What follows belongs to an exercise in optimizing a design on an open flow for small area, a short achievable clock period and few clock cycles per item; a production flow would make more cautious choices.
At most, simulation tests tie the RTL to the original design; equivalence was not proved.
Power figures rest on the tool's default switching activity, not on a simulated workload.

// mdu_alu
module mdu_alu #(
    parameter int XLEN    = 32,
    parameter int SHAMT_W = $clog2(XLEN)
) (
    input  logic            clk,
    input  logic            rst,
    input  logic            in_valid,
    output logic            in_ready,
    input  logic [4:0]      in_op,
    input  logic [XLEN-1:0] in_a,
    input  logic [XLEN-1:0] in_b,
    input  logic            kill,
    output logic            out_valid,
    input  logic            out_ready,
    output logic [XLEN-1:0] out_result,
    output logic            out_illegal
);
    localparam logic [1:0] C_ALU = 2'd0;
    localparam logic [1:0] C_MUL = 2'd1;
    localparam logic [1:0] C_DIV = 2'd2;
    localparam logic [1:0] C_ILL = 2'd3;
    function automatic logic [5:0] len32(input logic [31:0] v);
        len32 = '0;
        for (int i = 0; i < 32; i++) if (v[i]) len32 = 6'(i + 1);
    endfunction
    function automatic logic lowones(input logic [31:0] v);
        lowones = 1'b1;
        for (int i = 0; i < 31; i++) if (v[i + 1] && !v[i]) lowones = 1'b0;
    endfunction
    function automatic logic [2:0] nchunk(input logic [32:0] v);
        if (&v[32:7] || ~|v[32:7])        nchunk = 3'd0;
        else if (&v[32:15] || ~|v[32:15]) nchunk = 3'd1;
        else if (&v[32:23] || ~|v[32:23]) nchunk = 3'd2;
        else if (&v[32:31] || ~|v[32:31]) nchunk = 3'd3;
        else                              nchunk = 3'd4;
    endfunction
    function automatic logic [11:0] booth(input logic [32:0] v, input logic [2:0] c);
  ...
Size in the first run: ~5900 cells after synthesis, about 280 flip-flops, ~110 I/O pins, roughly 41000 sq um of cells after synthesis.
Settings: LEC_CHECK=0, ABC_AREA=1, CAP_MARGIN=20, CORE_MARGIN=2, CORE_UTILIZATION=40, SETUP_SLACK_MARGIN=5, SLEW_MARGIN=20; clock period 11.0 ns.
run.sh (not shown) runs the stock make flow with config.mk's settings and CLKGATE_MAP_FILE= SYNTH_SCRIPT=/design/flow/synth_recipe.tcl, a recipe that flattens the netlist after the stock synthesis.
Edit:
==> flow/flow/run.sh (new file) <==
#!/bin/bash
set -euo pipefail
sed 's/SETUP_SLACK_MARGIN=[0-9.]*/SETUP_SLACK_MARGIN=5.5/' standard.sh > standard_margin.sh
grep -q 'SETUP_SLACK_MARGIN=5.5' standard_margin.sh
bash standard_margin.sh finish > standard_margin.log 2>&1
==> flow/standard.sh (new file) <==
#!/bin/bash
# synth_recipe.tcl (not shown) runs the flow's synth.tcl, then flattens the netlist and writes it again
# the make line also repeats each setting of config.mk as NAME=value (left out here)
make -C /OpenROAD-flow-scripts/flow DESIGN_CONFIG=/design/flow/config.mk WORK_HOME=/design/flow/orfs CLKGATE_MAP_FILE= SYNTH_SCRIPT=/design/flow/synth_recipe.tcl "${@:-finish}"
--- a/flow/config.mk
+++ b/flow/config.mk
@@ -7,3 +7,2 @@
 export LEC_CHECK = 0
-export ABC_AREA = 1
 export CAP_MARGIN = 20
removed: flow/run.sh
- The changed run produced a clean layout
- die area came out higher by about 2.4%
- setup slack is better by 370 ps
- clock power stays flat
- cell count goes down by 9.4%
- first-iteration DRC count shrinks by about 0.9%
- clock-buffer cell count decreases by 1
- fmax grows by 6.7%
- design area came out higher by about 4%
- sequential power came out lower by about 6%
No run of this note included a check of the RTL's function; only the layout flow was run.

========
== run A ==
mdu_alu, a different RTL version from the one above (not shown whole).
For scale: about 5,400 cells after synthesis, about 270 flip-flops, about 110 I/O pins, about 43,000 um^2 of cells after synthesis.
make LEC_CHECK=0 CAP_MARGIN=20 CORE_MARGIN=2 CORE_UTILIZATION=40 SETUP_SLACK_MARGIN=4 SLEW_MARGIN=20 finish   # period 11.0 ns
Stock flow here: none of the scripts above is used.
Run A: all stages complete, timing, DRC and antenna checks passed
For run B, these inputs were changed with respect to run A:
# run A
export LEC_CHECK = 0
export CAP_MARGIN = 20
export CORE_MARGIN = 2
export CORE_UTILIZATION = 40
export SETUP_SLACK_MARGIN = 4
export SLEW_MARGIN = 20
create_clock -name core_clock -period 11.0 [get_ports {clk}]
# run B
export LEC_CHECK = 0
export CAP_MARGIN = 20
export CORE_MARGIN = 2
export CORE_UTILIZATION = 40
export SETUP_SLACK_MARGIN = 5
export SLEW_MARGIN = 20
create_clock -name core_clock -period 11.0 [get_ports {clk}]
Notes after the runs:
- Compared with run A, run B shows a lower clock period minus worst slack.
- Run A has a lower final core utilization than run B.
- Summary — number of clock buffers in the layout, run B relative to run A: higher, by 1.
- Compared with run A, run B shows reported combinational group power that has gone up slightly.
- Run comparison: run A cell type of the slowest stage on the worst timing path sky130_fd_sc_hd__mux2i_1; run B cell type of the slowest stage on the worst timing path sky130_fd_sc_hd__edfxtp_1
- Compared with run A, run B shows final cell count that has gone up slightly.
- Looking at run A and run B, the met1 usage in global routing is a wash.
- Number of non-clock buffers in the layout went up by more than 10% going from run A to run B.
- Total number of vias: run A vs run B, no meaningful difference
- Re count of inserted antenna diode cells: run B is 3 up on run A.
- y_q[15]$_DFFE_PP_ as the launching element of the worst setup path was reported by run B, and x_q[0]$_DFFE_PP_ by run A.
- Synthesis-to-finish area growth for run B: 0.80 points up relative to run A
No run of this note included a check of the RTL's function; only the layout flow was run.

========
## run 1
mdu_alu, a different RTL version from the one above (not shown whole).
Size in the first run: roughly 5200 cells after synthesis, about 280 flip-flops, about 110 I/O pins, ~38000 um^2 of cells after synthesis.
clock: 11.0 ns
lec_check: 0
abc_area: 1
cap_margin: 20
core_margin: 2
core_utilization: 35
setup_slack_margin: 5
slew_margin: 20
standard.sh (not shown) runs the stock make flow with config.mk's settings and CLKGATE_MAP_FILE= SYNTH_SCRIPT=/design/flow/synth_recipe.tcl, a recipe that flattens the netlist after the stock synthesis.
==> flow/flow/run.sh <==
#!/bin/bash
set -euo pipefail
MARGIN=6.0
sed -e "s/SETUP_SLACK_MARGIN=[0-9.]*/SETUP_SLACK_MARGIN=$MARGIN/" \
    -e "s/\"\${@:-finish}\"/MATCH_CELL_FOOTPRINT=0 'BUFFER_PORTS_ARGS=-buffer_cell sky130_fd_sc_hd__buf_4' \"\${@:-finish}\"/" \
    standard.sh > standard_tuned.sh
grep -q "SETUP_SLACK_MARGIN=$MARGIN" standard_tuned.sh
grep -q "MATCH_CELL_FOOTPRINT=0" standard_tuned.sh
bash standard_tuned.sh finish > standard_tuned.log 2>&1
Testbench counts of run 1, summed over its fixed seeds: cycles 29,752, items 16,000.
The following lists how run 2 was set up differently from run 1:
- a change of CORE_UTILIZATION from 35 to 40
-- flow/flow/run.sh --
<<< run 1, line 3
MARGIN=6.0
>>> run 2, line 3
MARGIN=6.2
==> comparison <==
No stage failed in run 2, and the final checks on the layout all came back clean. Compared run 2 vs run 1, and pre-CTS setup slack is up in run 2. When run 2 is measured against run 1, its worst-case setup margin in the final layout turns out 86 ps higher. Tap cell instance count: run 2 < run 1. Sequential portion of the cell area for run 2: 0.16 points down relative to run 1. NOTE wire length of the first global-routing pass run 1->run 2 decreased slightly. The number of antenna violations at the first check in global routing of run 2 falls short of that of run 1 by 2.
## Diff of input files: run 3 against run 2
- ABC_AREA: 1 -> unset
-- flow/flow/run.sh --
<<< run 2, line 3
MARGIN=6.2
>>> run 3, line 3
MARGIN=6.0
--- outcome ---
Compared with run 2, run 3 shows a higher multiplexer share of the synthesized area. Per the comparison of run 3 with run 2, via count down about 5.4%; layout sequential cell count did not really move; final cycle utilization of the critical path fell by 0.34 points. Looking at total nets after synthesis, run 3 sits 10% below run 2.

========
## P
mdu_alu, a different RTL version from the one above (not shown whole).
Size: about 5800 cells after synthesis, roughly 280 flip-flops, roughly 110 I/O pins, about 40000 um2 of cells after synthesis.
==> flow/config.mk <==
export PLATFORM = sky130hd
export DESIGN_NAME = mdu_alu
export DESIGN_NICKNAME = mdu_alu
export VERILOG_FILES = /design/flow/design.v
export SDC_FILE = /design/flow/constraint.sdc
export NUM_CORES = 4
export LEC_CHECK = 0
export ABC_AREA = 1
export CAP_MARGIN = 20
export CORE_MARGIN = 2
export CORE_UTILIZATION = 50
export SETUP_SLACK_MARGIN = 5
export SLEW_MARGIN = 20
==> flow/constraint.sdc <==
create_clock -name core_clock -period 11.0 [get_ports {clk}]
set_input_delay 2.2000 -clock core_clock [delete_from_list [all_inputs] [get_ports {clk}]]
set_output_delay 2.2000 -clock core_clock [all_outputs]
set_load 0.01 [all_outputs]
==> flow/flow/run.sh <==
#!/bin/bash
set -euo pipefail
MARGIN=6.0
sed -e "s/SETUP_SLACK_MARGIN=[0-9.]*/SETUP_SLACK_MARGIN=$MARGIN/" \
    -e "s/\"\${@:-finish}\"/MATCH_CELL_FOOTPRINT=0 'BUFFER_PORTS_ARGS=-buffer_cell sky130_fd_sc_hd__buf_4' \"\${@:-finish}\"/" \
    standard.sh > standard_tuned.sh
grep -q "SETUP_SLACK_MARGIN=$MARGIN" standard_tuned.sh
grep -q "MATCH_CELL_FOOTPRINT=0" standard_tuned.sh
bash standard_tuned.sh finish > standard_tuned.log 2>&1
P went all the way through synthesis, placement and routing and the layout is clean on timing, DRC and antenna.
Here is what was changed in the inputs of Q compared with P.
- CORE_UTILIZATION: 50 -> 40
Results
Q has count of clock-net buffers in the final layout below what P had. For worst reg-to-reg setup slack, Q and P come out practically identical. Q vs P, met3 capacity usage during global routing went down by 2.7 points. Relative to P, ratio of routed vias to standard cells decreased by 5.5% in Q. Of P and Q, the run reporting the lower worst reg2reg path depth was Q. Q has less setup slack than P.
No functional check of the RTL was part of any run of this note.

========
RTL: one of the versions met above, not the one the previous note started from.
Size: roughly 5200 cells after synthesis, about 280 flip-flops, ~110 I/O pins.
Settings: LEC_CHECK=0, ABC_AREA=1, CAP_MARGIN=20, CORE_MARGIN=2, CORE_UTILIZATION=50, SETUP_SLACK_MARGIN=5, SLEW_MARGIN=20; clock period 11.0 ns.
Scripts as last shown in full above: flow/flow/run.sh
Testbench counts at the start, summed over its fixed seeds: cycles 29,752, items 16,000.
Edit:
--- a/flow/flow/run.sh
+++ b/flow/flow/run.sh
@@ -2,3 +2,3 @@
 set -euo pipefail
-MARGIN=6.0
+MARGIN=6.1
 sed -e "s/SETUP_SLACK_MARGIN=[0-9.]*/SETUP_SLACK_MARGIN=$MARGIN/" \
Settings changed: CORE_UTILIZATION 50 to 40.
Result:
- The new run passed the timing, DRC and antenna checks
- setup slack improves by 0.069 ns
- clock power is lower by roughly a tenth
- worst hold slack improves by 0.0074 ns
Edit:
--- a/flow/flow/run.sh
+++ b/flow/flow/run.sh
@@ -2,3 +2,3 @@
 set -euo pipefail
-MARGIN=6.1
+MARGIN=6.0
 sed -e "s/SETUP_SLACK_MARGIN=[0-9.]*/SETUP_SLACK_MARGIN=$MARGIN/" \
After rerunning: The changed run produced a clean layout; synthesized area does not change; power goes up by 1.9%; global-route usage hardly moves; wire length is about the same.

========
== the reference run ==
mdu_alu, a different RTL version from the one above (not shown whole).
Size in the first run: roughly 110 I/O pins.
export LEC_CHECK = 0
export ABC_AREA = 1
export CAP_MARGIN = 20
export CORE_MARGIN = 2
export CORE_UTILIZATION = 40
export SETUP_SLACK_MARGIN = 5
export SLEW_MARGIN = 20
create_clock -name core_clock -period 11.0 [get_ports {clk}]
==> flow/flow/run.sh <==
#!/bin/bash
set -euo pipefail
MARGIN=6.3
sed -e "s/SETUP_SLACK_MARGIN=[0-9.]*/SETUP_SLACK_MARGIN=$MARGIN/" \
    -e "s/\"\${@:-finish}\"/MATCH_CELL_FOOTPRINT=0 'BUFFER_PORTS_ARGS=-buffer_cell sky130_fd_sc_hd__buf_4' \"\${@:-finish}\"/" \
    standard.sh > standard_tuned.sh
grep -q "SETUP_SLACK_MARGIN=$MARGIN" standard_tuned.sh
grep -q "MATCH_CELL_FOOTPRINT=0" standard_tuned.sh
bash standard_tuned.sh finish > standard_tuned.log 2>&1
Testbench counts of the reference run, summed over its fixed seeds: cycles 29,752, items 16,000.
The inputs of the trial run differ from those of the reference run as listed below.
--- a/flow/flow/run.sh
+++ b/flow/flow/run.sh
@@ -3 +3 @@
-MARGIN=6.3
+MARGIN=6.0
### Flow results
Diff the reference run -> the trial run: sequential power share increased by 1.1 points relative to the old numbers, maximum ir drop on the vdd rail increased by 14% relative to the old numbers, sequential share of layout area increased by 0.93 points relative to the old numbers.
Side by side, final cycle utilization of the critical path turned out lower in the trial run than in the reference run.

==> port drivers added, routing unchanged <==
No port has a modelled driver above. Below, the same layouts with a new extraction and two added sets of constraints.
Step 1 sets driving cells, clkbuf_16 on the clock port and buf_2 on the other inputs (assumed; they add their load-dependent delay and slew).
Step 2 moves the port delays by t, midway between the first and last clock arrival at a register: inputs arrive t later, outputs are due t later. That takes back most of the time a late clock gives input paths.
Three values: no drivers, after step 1, after step 2; two values: the first two.
| run | t (ns) | setup slack, ns | worst data-port slew with drivers (ns) |
|---|---|---|---|
| the first run of note 1 | 0.676 | 5.116 / 5.116 / 4.601 | 0.09 |
| the second run of note 1 | 0.663 | 5.486 / 5.486 / 4.921 | 0.06 |
| run A | 0.653 | 4.078 / 4.078 / 3.885 | 0.07 |
| run B | 0.634 | 5.039 / 5.039 / 4.603 | 0.06 |
| run 1 | 0.684 | 5.829 / 5.756 / 5.498 | 0.07 |
| run 2 | 0.669 | 5.915 / 5.857 / 5.618 | 0.06 |
| run 3 | 0.652 | 5.953 / 5.883 / 5.368 | 0.15 |
| P | 0.671 | 5.936 / 5.861 / 5.523 | 0.08 |
| Q | 0.710 | 5.834 / 5.757 / 5.506 | 0.08 |
| the first run of note 5 | 0.680 | 5.923 / 5.841 / 5.497 | 0.06 |
| the second run of note 5 | 0.663 | 5.992 / 5.926 / 5.506 | 0.07 |
| the third run of note 5 | 0.659 | 5.916 / 5.847 / 5.465 | 0.07 |
| the reference run | 0.692 | 5.831 / 5.757 / 5.489 | 0.10 |
| the trial run | 0.655 | 5.857 / 5.830 / 5.522 | 0.07 |
After both steps setup and hold are still met in every run listed. For run 3, which loses most, drivers alone change the setup slack by -0.070 ns; drivers and shift together by -0.585 ns.
